Source: an optimization exercise on an open RTL-to-GDS flow (aim: small area). Production flows keep margins and buffers that such runs may drop. Function was checked by simulation only, so behaviour that the tests miss may differ from the original. No driver is modelled on the clock port, so clocking that relies on it looks cheaper here than on a real chip. Power is estimated from default activity; no workload was simulated.

===== flow/run.sh =====
#!/bin/bash
# The standard ORFS layout (standard.sh) with these changes:
#  - synthesis is the standard flow's (synth_recipe.tcl, the same passes and register
#    mapping), but through flow/synth.tcl only full adders are extracted as
#    cells and abc maps the logic with an area-oriented script
#    (flow/abc_area.script);
#  - port buffers use the smallest buffer (buf_1);
#  - CTS builds its tree from clkbuf_4 (root clkbuf_8) and adds no dummy loads;
#  - after CTS, fixclk.tcl upsizes any clock buffer whose flip-flop clock pins
#    would see a slew over LIMIT_PS (placement parasitics), then legalises.
# Each tool's output goes to a log file of its own in this folder.
set -euo pipefail
export MY_ABC_SCRIPT="$PWD/flow/abc_area.script"
ARGS=(
  "SYNTH_SCRIPT=$PWD/flow/synth.tcl"
  "GPL_KEEP_OVERFLOW=0"
  "BUFFER_PORTS_ARGS=-buffer_cell sky130_fd_sc_hd__buf_1"
  "CTS_ARGS=-sink_clustering_enable -repair_clock_nets -dont_use_dummy_load -root_buf sky130_fd_sc_hd__clkbuf_8 -buf_list sky130_fd_sc_hd__clkbuf_8 -sink_clustering_size 20 -sink_clustering_max_diameter 80"
)
bash standard.sh "${ARGS[@]}" cts > make_cts.log 2>&1
R=orfs/results/sky130hd/edge_top/base
PLATFORM_DIR="$FLOW_HOME/platforms/sky130hd" ODB="$R/4_1_cts.odb" SDC="$R/4_cts.sdc" \
  LIMIT_PS=122 DRYRUN=0 openroad -no_init -exit flow/fixclk.tcl > fixclk.log 2>&1
bash standard.sh "${ARGS[@]}" finish > make_finish.log 2>&1

===== flow/abc_area.script =====
&get -n
&st
&syn2
&dch
&nf -a -R 1000 -p -C 32 -F 8 -A 6
&put
topo
dnsize -c

===== flow/fixclk.tcl =====
# Upsize clock buffers whose flip-flop clock pins would see a slow slew.
# Only buffers that drive flip-flop clock pins are considered.
# Usage: openroad fixclk.tcl with env ODB (in/out), LIMIT_PS, DRYRUN
set P $::env(PLATFORM_DIR)
read_lef $P/lef/sky130_fd_sc_hd.tlef
read_lef $P/lef/sky130_fd_sc_hd_merged.lef
read_liberty $P/lib/sky130_fd_sc_hd__tt_025C_1v80.lib
read_db $::env(ODB)
read_sdc $::env(SDC)
source $P/setRC.tcl
set_propagated_clock [all_clocks]
set limit [expr {$::env(LIMIT_PS) * 1e-12}]
set next {sky130_fd_sc_hd__clkbuf_1 sky130_fd_sc_hd__clkbuf_2 sky130_fd_sc_hd__clkbuf_2 sky130_fd_sc_hd__clkbuf_4 sky130_fd_sc_hd__clkbuf_4 sky130_fd_sc_hd__clkbuf_8 sky130_fd_sc_hd__clkbuf_8 sky130_fd_sc_hd__clkbuf_16}
proc worst_sink_slew {buf} {
  set w 0
  set o [get_pins -of_objects $buf -filter "direction==output"]
  set ffpins [get_pins -of_objects [get_nets -of_objects $o] -filter "direction==input&&is_clock"]
  foreach p $ffpins {
    foreach edge {rise fall} { foreach mm {max min} {
      set s [sta::time_ui_sta [get_property $p slew_${mm}_$edge]]
      if {$s > $w} {set w $s}
    }}
  }
  return $w
}
for {set iter 0} {$iter < 4} {incr iter} {
  estimate_parasitics -placement
  set changed 0
  foreach b [get_cells -filter "ref_name=~sky130_fd_sc_hd__clkbuf_*"] {
    set w [worst_sink_slew $b]
    set ref [get_property $b ref_name]
    puts [format "iter %d %s %s sink_slew=%.1f ps" $iter [get_full_name $b] $ref [expr {$w*1e12}]]
    if {$w > $limit && [dict exists $next $ref] && !$::env(DRYRUN)} {
      replace_cell [get_full_name $b] [dict get $next $ref]
      puts "  -> [dict get $next $ref]"
      incr changed
    }
  }
  if {!$changed} break
}
if {!$::env(DRYRUN)} {
  detailed_placement
  check_placement
  write_db $::env(ODB)
}

===== flow/synth.tcl =====
# synth_recipe.tcl (the standard synthesis) with two changes: extract_fa
# extracts full adders only, and every abc call uses the script named by
# MY_ABC_SCRIPT instead of ORFS's. Registers are mapped before abc runs, so
# they keep the standard synthesis's names and cells.
proc synth {args} { yosys synth -nofsm -noshare {*}$args }
proc abc {args} {
  set i [lsearch -exact $args -script]
  if {$i >= 0 && [info exists ::env(MY_ABC_SCRIPT)]} { lset args [expr {$i+1}] $::env(MY_ABC_SCRIPT) }
  yosys abc {*}$args
}
# Full adders only: half adders are left to abc, which maps them smaller.
proc extract_fa {args} { yosys extract_fa -fa {*}$args }
source $::env(SCRIPTS_DIR)/synth.tcl
# left out here: clear keep_hierarchy, flatten, clean up, hide names made inside functions, write 1_2_yosys.v

===== standard.sh =====
#!/bin/bash
# synth_recipe.tcl (not shown) runs the flow's synth.tcl, then flattens the netlist and writes it again
# the make line also repeats each setting of config.mk as NAME=value (left out here)
make -C /OpenROAD-flow-scripts/flow DESIGN_CONFIG=/design/flow/config.mk WORK_HOME=/design/flow/orfs CLKGATE_MAP_FILE= SYNTH_SCRIPT=/design/flow/synth_recipe.tcl "${@:-finish}"

===== config.mk =====
export PLATFORM = sky130hd
export DESIGN_NAME = edge_top
export DESIGN_NICKNAME = edge_top
export VERILOG_FILES = /design/flow/design.v
export SDC_FILE = /design/flow/constraint.sdc
export NUM_CORES = 4
export LEC_CHECK = 0
export CAP_MARGIN = 0
export CORE_MARGIN = 2
export CORE_UTILIZATION = 40
export SLEW_MARGIN = 0

===== constraint.sdc =====
create_clock -name core_clock -period 10.0 [get_ports {clk}]
set_input_delay 2.0000 -clock core_clock [delete_from_list [all_inputs] [get_ports {clk}]]
set_output_delay 2.0000 -clock core_clock [all_outputs]
set_load 0.01 [all_outputs]

===== design.v =====
package edge_pkg;
    localparam int FRAME_W      = 16;
    localparam int FRAME_H      = 8;
    localparam int FRAME_PIXELS = FRAME_W * FRAME_H;
    localparam int ADDR_W       = $clog2(FRAME_PIXELS);
    localparam int EDGE_TH = 24;
    typedef struct packed {
        logic [7:0] r;
        logic [7:0] g;
        logic [7:0] b;
    } rgb_t;
    typedef struct packed {
        logic              we;
        logic [ADDR_W-1:0] addr;
        rgb_t              rgb;
    } pixel_wr_t;
    typedef struct packed {
        logic valid;
        logic first;   
        rgb_t rgb;
    } pixel_stream_t;
    typedef struct packed {
        logic valid;
        logic last;    
        logic edge_bit;
    } edge_stream_t;
endpackage
`timescale 1ns/1ns
module edge_top (
    input  logic       clk,
    input  logic       reset,
    input  logic       i_byte_valid,
    input  logic [7:0] i_byte,
    output logic       o_out_valid,
    output logic [7:0] o_out_byte,
    output logic       o_frame_done
);
    logic [1:0] phase;    
    logic [6:0] pix;      
    logic [9:0] acc;      
    logic [7:0] prev;     
    wire ph_b = phase[1];
    wire ph_g = phase[0];
    wire bw   = i_byte_valid && ph_b;            
    function automatic logic [10:0] radd10(input logic [9:0] a, input logic [9:0] b, input logic ci);
        logic [10:0] r;
        logic c;
        c = ci;
        for (int i = 0; i < 10; i++) begin
            r[i] = a[i] ^ b[i] ^ c;
            c    = (a[i] & b[i]) | (a[i] & c) | (b[i] & c);
        end
        r[10] = c;
        radd10 = r;
    endfunction
    wire        ph_r  = !phase[1] && !phase[0];
    wire        take  = i_byte_valid;
    wire [9:0]  add_a = (take && ph_r) ? 10'd0 : acc;
    wire [9:0]  add_b = !take ? 10'd0 : ph_g ? {1'b0, i_byte, 1'b0} : {2'b00, i_byte};
    wire [10:0] sum_f = radd10(add_a, add_b, 1'b0);
    wire [9:0]  sum   = sum_f[9:0];
    wire [7:0] grey = sum[9:2];
    wire [10:0] d_f = radd10({2'b00, grey}, {2'b11, ~prev}, 1'b1);
    wire [8:0]  d   = d_f[8:0];
    wire       e    = d[8] ? (d[7:0] < 8'd232) : (d[7:0] > 8'd24);
    always_ff @(posedge clk) begin
        if (reset) begin
            phase <= 2'd0;
            pix   <= '0;
        end else if (i_byte_valid) begin
            phase <= ph_b ? 2'd0 : phase + 2'd1;
            if (ph_b)
                pix <= pix + 7'd1;
        end
    end
    always_ff @(posedge clk) begin
        acc <= sum;
        if (bw)
            prev <= grey;
    end
    logic [7:0] rc;
    logic [7:0] out_sr;
    wire        rd     = rc[7];
    wire        active = (rc != 8'd1);
    wire        e0     = bw && (pix == 7'd127);
    always_ff @(posedge clk) begin
        if (reset)
            rc <= 8'd1;
        else if (e0)
            rc <= 8'd124;
        else if (active)
            rc <= rc + 8'd1;
    end
    assign o_frame_done = (rc == 8'd0);
    assign o_out_valid  = o_frame_done || (rc[7] && rc[2:0] == 3'd0 && rc[6:3] != 4'd0);
    assign o_out_byte   = out_sr;
    logic x1, x2;
    logic [4:0] s0a;
    logic [7:0] s0b;
    wire wv = bw && (pix[3:0] != 4'd0);
    wire rv = rd && (rc[3:0] != 4'd0);
    always_ff @(posedge clk) begin
        if (bw && pix == 7'd1)
            x1 <= e;
        if (bw && pix == 7'd2)
            x2 <= e;
    end
    wire w0a = bw && (pix[6:3] == 4'd0) && (pix[2] || (pix[1] && pix[0]));
    wire r0a = rd && (rc[6:3] == 4'd0) && (rc[2] || (rc[1] && rc[0]));
    wire w0b = bw && (pix[6:3] == 4'd1);
    wire r0b = rd && (rc[6:3] == 4'd1);
    always_ff @(posedge clk) begin
        if (w0a || r0a)
            s0a <= {e, s0a[4:1]};
        if (w0b || r0b)
            s0b <= {e, s0b[7:1]};
    end
    logic [7:0] lsb;
    assign lsb[0] = rc[3] ? s0b[0] :
                    (rc[2:0] == 3'd1) ? x1 : (rc[2:0] == 3'd2) ? x2 : s0a[0];
    genvar k;
    generate
        for (k = 1; k < 8; k++) begin : g_row
            logic [14:0] s;
            wire wk = wv && (pix[6:4] == k);
            wire rk = rv && (rc[6:4] == k);
            always_ff @(posedge clk) begin
                if (wk || rk)
                    s <= {e, s[14:1]};
            end
            assign lsb[k] = s[0];
        end
    endgenerate
    wire ser = (rc[3:0] != 4'd0) && lsb[rc[6:4]];
    always_ff @(posedge clk)
        out_sr <= {ser, out_sr[7:1]};
endmodule

==> results of run 1 <==
## layout by cell type (no fill, tap or decap), types with 3 or more instances in the layout
cell type  count
xor2_1         4
and2_0         3
or3_1          3
clkinv_1      12
edfxtp_1     128
xnor2_1        8
clkbuf_8      17
fa_1          12
a21oi_1       12
dfxtp_1       35
o22ai_1        3
buf_1         20
nor3_1        11
nor2b_1        5
nand2b_1       7
nand2_1       23
nand3_1        3
nor4_1         6
o22ai_2        5
o21ai_0        8
nor2_1        13
a22oi_1        8
## critical path: cells and delay by family
kind,cells,cell delay [ns]
buffers and inverters,3,0.33
adder cells (fa/ha/maj),9,3.80
AO/OA/AOI/OAI,3,0.63
AND/OR/NAND/NOR,4,0.95
## power groups by stage
stage,clock [uW],combinational (uW),sequential (uW)
6_report,341,208,811
5_1_grt,380,242,817
4_1_cts,356,213,811
3_5_place_dp,0,214,825
3_3_place_gp,0,204,824
2_1_floorplan,0,147,828
## worst max-delay path by stage
stage	startpoint	end	slack, ns	cells after the start
final	i_byte_valid	g_row[1].s[14]	2.42	19
after global placement	i_byte_valid	g_row[5].s[14]	2.23	19
after floorplan	i_byte_valid	g_row[1].s[14]	2.63	18
after CTS	i_byte_valid	g_row[1].s[14]	2.47	19
after detailed placement	i_byte_valid	g_row[5].s[14]	1.97	19
after global routing	i_byte_valid	x1	2.05	19
## metal layers
metal	track usage	wire [um]	up-vias
li1	-	-	1311
met1	0.173	4110	1360
met2	0.186	3950	56
met3	0.0497	385	5
met4	0.0582	75	0
met5	0	0	-
## area by class of cell
type                            instances  share of cell area
Timing Repair Buffer                   22              0.0144
Multi-Input combinational cell        153               0.176
Tap cell                              180              0.0361
Clock buffer                           17              0.0375
Inverter                               12             0.00722
Sequential cell                       163               0.729
## registers in the layout, summed over array words and instances, names as in the netlist
signal,count
out_sr,8
s0a,5
g_row.s,105
x1,1
phase,2
pix,7
acc,10
s0b,8
x2,1
prev,8
rc,8
## per-stage QoR
step	instances	total power, uW
after floorplan	328	975
after global placement	528	1030
after detailed placement	530	1040
after CTS	547	1380
after global routing	547	1440
final	547	1360
## cell families (layout without fill, tap and decap cells)
group / count (synthesis) / count (layout) / synth area share
AOI/OAI and AO/OA: 46 / 46 / 0.0523
DFF: 163 / 163 / 0.804
adders and majority gates: 12 / 12 / 0.0425
xor gates and xnor gates: 12 / 12 / 0.0186
buffers and inverters: 12 / 51 / 0.00797
and+or+nand+nor: 83 / 83 / 0.0742
==> notes.md, run 1 <==
- Post-CTS Setup Inserts: 0
- Fillcell total: 1217
- Final Hold Vio Count: 0
- Hold_buf cts: 0
- Largest net degree at the start of global routing: 18
- Slowest Stage Delay on Critical Path: 0.55 ns
- Global-route wire length before repair: 14200 um
- Syn Area/Cell: 17.2 um^2
- Slowest-stage cell, CP: nor2b_1
- Achievable Freq: 132 MHz
- Hold Path Origin: out_sr[6]
- H-tree depth: 4
- Hold path cells: 0
- Count leader, synth: edfxtp_1
- CTS resizes: 0
- CTS tree: done
- First drt pass iteration count: 5
- Post-Syn Instances: 328
- Tot GR Track Use: 0.129
- Final period util: 0.758
- Relative slew slack: 0.421
- Die area: 0.0151 mm^2
- Vias: 2732
- Reg2reg start: phase[0]
- Max VDD drop: 117 uV
- Antenna cells: 0
- IO Count: 21
- Internal Power: 1020 uW
- Initial DRC count: 261
- Slew @ Worst Pin: 0.869 ns
- Clock Sinks: 163
- CP Launch Type: input pin
- RSZ-0062 raised after global routing: no
- Synth warn: 1
- Status: finished clean
- DR vias/cell: 4.99
- Rows: 43
- Clock tree root buffer cell: clkbuf_8
- Critical path data arrival time: 7.71 ns
- Input/output buffers: 20
- CP endpoint kind: flop
- Share of the synthesized area in the top cell type: 0.680
- Post-DP Area: 0.00599 mm^2
- Die X: 123 um
- Min-Delay Endpoint: out_sr[5]
- Setup Viol. Count Final: 0
- Post-synth EDFFs: 128
- Initial core utilization: 0.409
- Synth top area cells: edfxtp_1, dfxtp_1, fa_1
- Clock power share: 0.251
- Worst hold slack: 0.345 ns
- CP required: 10.13 ns
- Clock skew: 0.0210 ns
- Ys async rst share: 0
- Pwr Density: 218 mW/mm^2
- Part of the power in registers: 0.596
- Reg2reg path depth: 18
- Post-placement worst setup slack: 1.97 ns
- P_leak: 0.00189 uW
- Syn nets: 351
- Core footprint: 0.0138 mm^2
- Share of cells above drive strength 1: 0.0681
- Die height: 123 um
- Class of the worst hold path: flop to flop
- GRT overflow: 0
- Netlist cell types: 33
- Area Overhead vs Synth: 10.4%
- TNS Setup: 0 ns
- Crit path cell chain: buf_1 > nor2b_1 > nand4_1 > fa_1 > fa_1 > fa_1 > fa_1 > fa_1 > fa_1 > fa_1 > fa_1 > clkinv_1 > nand2_1 > o21ai_0 > fa_1 > clkinv_1 > a2111oi_0 > nand2_1 > o31a_1
- Nets: 392
- Antenna viol nets, final: 0
- Post-DR wirelength/cell: 15.6 um
- GPL Wtd Cong: 0.818
- Syn Std Cell Area: 0.00565 mm^2
- Initial antenna violation count: 0
- Largest area contributor in the netlist: edfxtp_1
- Clock buffer count from CTS: 17
- Vias in the first global route: 2786
- Worst skew pair latency: 0.43 ns
- Sequential-to-total area share from yosys stat: 0.804
- Fin. max-slew vios: 0
- Area taken by multi-input logic gates: 0.00110 mm^2
- Crit-path max FO: 11
- Top_reg_cell synth: edfxtp_1
- WS Path Type: input pin to flop
- Comb pwr share: 0.153
- Register bit total from synthesis: 163
- Number of max-cap violations: 0
- P_sw: 341 uW
- Post-layout util: 0.451
- Post-route minimum period: 7.58 ns
- R2R setup slack: 3.86 ns
- CTS max path bufs: 2
- Post-synth top cells: edfxtp_1, dfxtp_1, nand2_1
- Detailed Place HPWL: 5520 um
- Final wirelength: 8520 um
- Fin worst setup slack: 2.42 ns
- Reg area: 0.00454 mm^2
- Worst r2r dst: g_row[1].s[14]
- Detailed-route DRC error count: 0
- Clock-pin slew of the registers on the worst-case setup and hold paths: 0.07 ns
- Finished Cell Area: 0.00623 mm^2
- Sw Share: 0.250
- Most used cell, CP: fa_1
==> inputs of run 2 (changes only) <==
--- a/flow/run.sh
+++ b/flow/run.sh
@@ -17,3 +17,3 @@
   "BUFFER_PORTS_ARGS=-buffer_cell sky130_fd_sc_hd__buf_1"
-  "CTS_ARGS=-sink_clustering_enable -repair_clock_nets -dont_use_dummy_load -root_buf sky130_fd_sc_hd__clkbuf_8 -buf_list sky130_fd_sc_hd__clkbuf_8 -sink_clustering_size 20 -sink_clustering_max_diameter 80"
+  "CTS_ARGS=-sink_clustering_enable -repair_clock_nets -dont_use_dummy_load -root_buf sky130_fd_sc_hd__clkbuf_8 -buf_list sky130_fd_sc_hd__clkbuf_4"
 )
==> run 2 against run 1 <==
Utilization is 0.68 points lower. Sequential power hardly changed. Sequential share of layout area is 1.1 points higher. Die area stayed put. Critical path depth stayed put. Worst hold slack worse by 0.0082 ns. Area after synthesis stayed put. Count of clock-buffer cells in the layout stayed put. Setup slack worse by 0.033 ns. Maximum frequency is 0.43% lower. Synthesized cell count stayed put. Final cell count stayed put. Largest power group unchanged.
==> notes.md, run 2 <==
- Top Registers: g_row.s: 105 flops, acc: 10 flops
- Biggest register: g_row.s
- Finished Cell Area: 0.00614 mm^2
- Syn nets: 351
- Register bit total from synthesis: 163
- Fin. max-slew vios: 0
- Clock tree root buffer cell: clkbuf_8
- Post-synth top cells: edfxtp_1, dfxtp_1, nand2_1
- Comb pwr share: 0.162
- Placed cells: 530
- Core footprint: 0.0138 mm^2
- Largest area contributor in the netlist: edfxtp_1
- Final period util: 0.761
- Relative slew slack: 0.366
- Fin worst setup slack: 2.39 ns
- Final Hold Vio Count: 0
- Input/output buffers: 20
- Syn Std Cell Area: 0.00565 mm^2
- Class of the worst hold path: flop to flop
- Largest family of logic cells by synthesized area: simple AND/OR/NAND/NOR gates
- Adder-Cell Fraction of Synth Area: 0.0425
- Post-CTS Setup Inserts: 0
- GPL Wtd Cong: 0.818
- CP Launch Type: input pin
- Critical path data arrival time: 7.71 ns
- WS Path Type: input pin to flop
- CTS max path bufs: 2
- Area Overhead vs Synth: 8.70%
- Detailed Place HPWL: 5520 um
- Post-placement worst setup slack: 1.97 ns
- Synth warn: 1
- GRT Max-Usage Layer: met2
- Synth top area cells: edfxtp_1, dfxtp_1, fa_1
- R2R setup slack: 3.82 ns
- Most frequent cells in the layout: edfxtp_1, dfxtp_1, nand2_1
- Initial antenna violation count: 0
- Tot GR Track Use: 0.129
- Largest net degree at the start of global routing: 18
- Internal Power: 957 uW
- CP endpoint kind: flop
- Post-DR wirelength/cell: 15.6 um
- Worst skew pair latency: 0.42 ns
- Slew @ Worst Pin: 0.951 ns
- Fillcell total: 1230
- Die height: 123 um
- XOR/XNOR Fraction of Synth Area: 0.0186
- Die area: 0.0151 mm^2
- Part of the power in registers: 0.628
- Top_reg_cell synth: edfxtp_1
- Setup Viol. Count Final: 0
- Clock-pin slew of the registers on the worst-case setup and hold paths: 0.10 ns
- GRT overflow: 0
- Pwr Density: 210 mW/mm^2
- Initial core utilization: 0.409
- Worst Setup SP: i_byte_valid
- Crit-path max FO: 11
- Clock skew: 0.0331 ns
- Die X: 123 um
- Reg2reg path depth: 18
- Sw Share: 0.258
- Number of max-cap violations: 0
- CTS resizes: 0
- Post-synthesis mux area share: 0
- Post-route minimum period: 7.61 ns
- Clock power share: 0.210
- DR vias/cell: 5.02
- Simple-gate share of the synthesized area: 0.0742
- Worst r2r dst: g_row[4].s[14]
- Share of cells above drive strength 1: 0.0681
- Vias in the first global route: 2792
- Global-route wire length before repair: 14200 um
- Post-Syn Instances: 328
- IO Count: 21
- Vias: 2744
- P_sw: 332 uW
- Antenna cells: 0
- Post-synth EDFFs: 128
- Count leader, synth: edfxtp_1
- Share of the synthesized area in the top cell type: 0.680
- Rows: 43
- Synth Area in Compound Gates: 0.0523
- Post-DP Area: 0.00599 mm^2
- Total Power: 1290 uW
- First drt pass iteration count: 5
- P_leak: 0.00185 uW
- Max VDD drop: 134 uV
- Final wirelength: 8520 um
- Netlist cell types: 33
- Syn Area/Cell: 17.2 um^2
- Initial DRC count: 265
- Achievable Freq: 131 MHz
- Status: finished clean
- CP Capture Point: g_row[4].s[14]
- Reg2reg start: phase[0]
- Largest register FFs: 105
- TNS Setup: 0 ns
- H-tree depth: 4
- Sequential-to-total area share from yosys stat: 0.804
- Nets: 392
- RSZ-0062 raised after global routing: no
- Commonest non-fill, non-tap cell in the layout: edfxtp_1
- Met3 GRT Util: 0.0525
- Antenna viol nets, final: 0
- CP required: 10.10 ns
- Clock buffer count from CTS: 17
- Hold_buf cts: 0
- Detailed-route DRC error count: 0
- M1 GR Usage: 0.172
- GRT met2 Usage: 0.188
- CTS tree: done
- Ys async rst share: 0
- Clock Sinks: 163
- Cell Count, Final, Fillers Out: 547
-- run 2: through the flow --
step,hold slack (ns),util
global placement,0.336,0.430
CTS,0.346,0.443
floorplan,0.382,-
finish,0.337,0.444
detailed placement,0.341,0.433
global route,0.354,0.444
-- run 2: cell families (layout without fill, tap and decap cells) --
family / count (synthesis) / in the layout
compound gates: 46 / 46
xor+xnor: 12 / 12
fa+ha+maj: 12 / 12
buf+inv: 12 / 51
flops: 163 / 163
simple gates: 83 / 83
-- run 2: worst min path at each step --
stage / depth (start not counted) / slack [ns] / from / end
2_1_floorplan: 0 / 0.38 / out_sr[1] / out_sr[0]
3_5_place_dp: 0 / 0.34 / out_sr[5] / out_sr[4]
4_1_cts: 0 / 0.35 / out_sr[6] / out_sr[5]
5_1_grt: 0 / 0.35 / out_sr[6] / out_sr[5]
6_report: 0 / 0.34 / out_sr[6] / out_sr[5]
3_3_place_gp: 0 / 0.34 / out_sr[6] / out_sr[5]
-- run 2: final cells by class --
type / instances / area [um^2] / share of cell area
Tap cell: 180 / 225 / 0.0367
Clock buffer: 17 / 140 / 0.0228
Multi-Input combinational cell: 153 / 1100 / 0.178
Inverter: 12 / 45.0 / 0.00733
Timing Repair Buffer: 22 / 90.1 / 0.0147
Sequential cell: 163 / 4540 / 0.740
-- run 2: power groups by stage --
stage,logic (uW),registers (uW),clock network [uW]
after CTS,213,810,278
after global routing,242,816,308
after global placement,204,824,0
after detailed placement,214,825,0
final,209,810,270
after floorplan,147,828,0
-- run 2: metal layers --
layer | vias up | routed length, um | share of wire
met5 | - | 0 | 0
met2 | 62 | 3910 | 0.46
li1 | 1311 | - | -
met1 | 1362 | 4000 | 0.47
met4 | 0 | 102 | 0.012
met3 | 9 | 518 | 0.061
-- run 2: critical path, stage by stage --
cell and delay [ns]:
buf_1 0.15, nor2b_1 0.54, nand4_1 0.24, fa_1 0.44, fa_1 0.40, fa_1 0.39
fa_1 0.38, fa_1 0.39, fa_1 0.39, fa_1 0.40, fa_1 0.50, clkinv_1 0.12
nand2_1 0.07, o21ai_0 0.10, fa_1 0.50, clkinv_1 0.07, a2111oi_0 0.31, nand2_1 0.09
o31a_1 0.22

[afterwards: timing with drivers on the ports]
The flow's constraints put no driver on any port. The routed layouts listed below were extracted and timed again, unchanged, in two steps. Step 1 sets driving cells, clkbuf_16 on the clock port and buf_2 on the other inputs (assumed; they add their load-dependent delay and slew). Step 2 adds t to the input delays and takes it off the output delays; t is the mean of the earliest and latest rising clock arrival at the registers after step 1. Input paths then give back, and output paths get back, about the clock's delay inside the block. Slacks: no drivers / after step 1 / after step 2; pairs: no drivers / after step 1.
run | t, ns | setup slack, ns | worst data-port slew with drivers (ns) | cell pins on the clock port's net
run 1 | 0.462 | 2.418 / 2.434 / 1.972 | 0.04 | 1
run 2 | 0.434 | 2.385 / 2.399 / 1.964 | 0.05 | 1
After both steps every run listed still meets setup and hold. For run 1, which loses most, drivers alone change the setup slack by +0.016 ns; drivers and shift together by -0.446 ns.
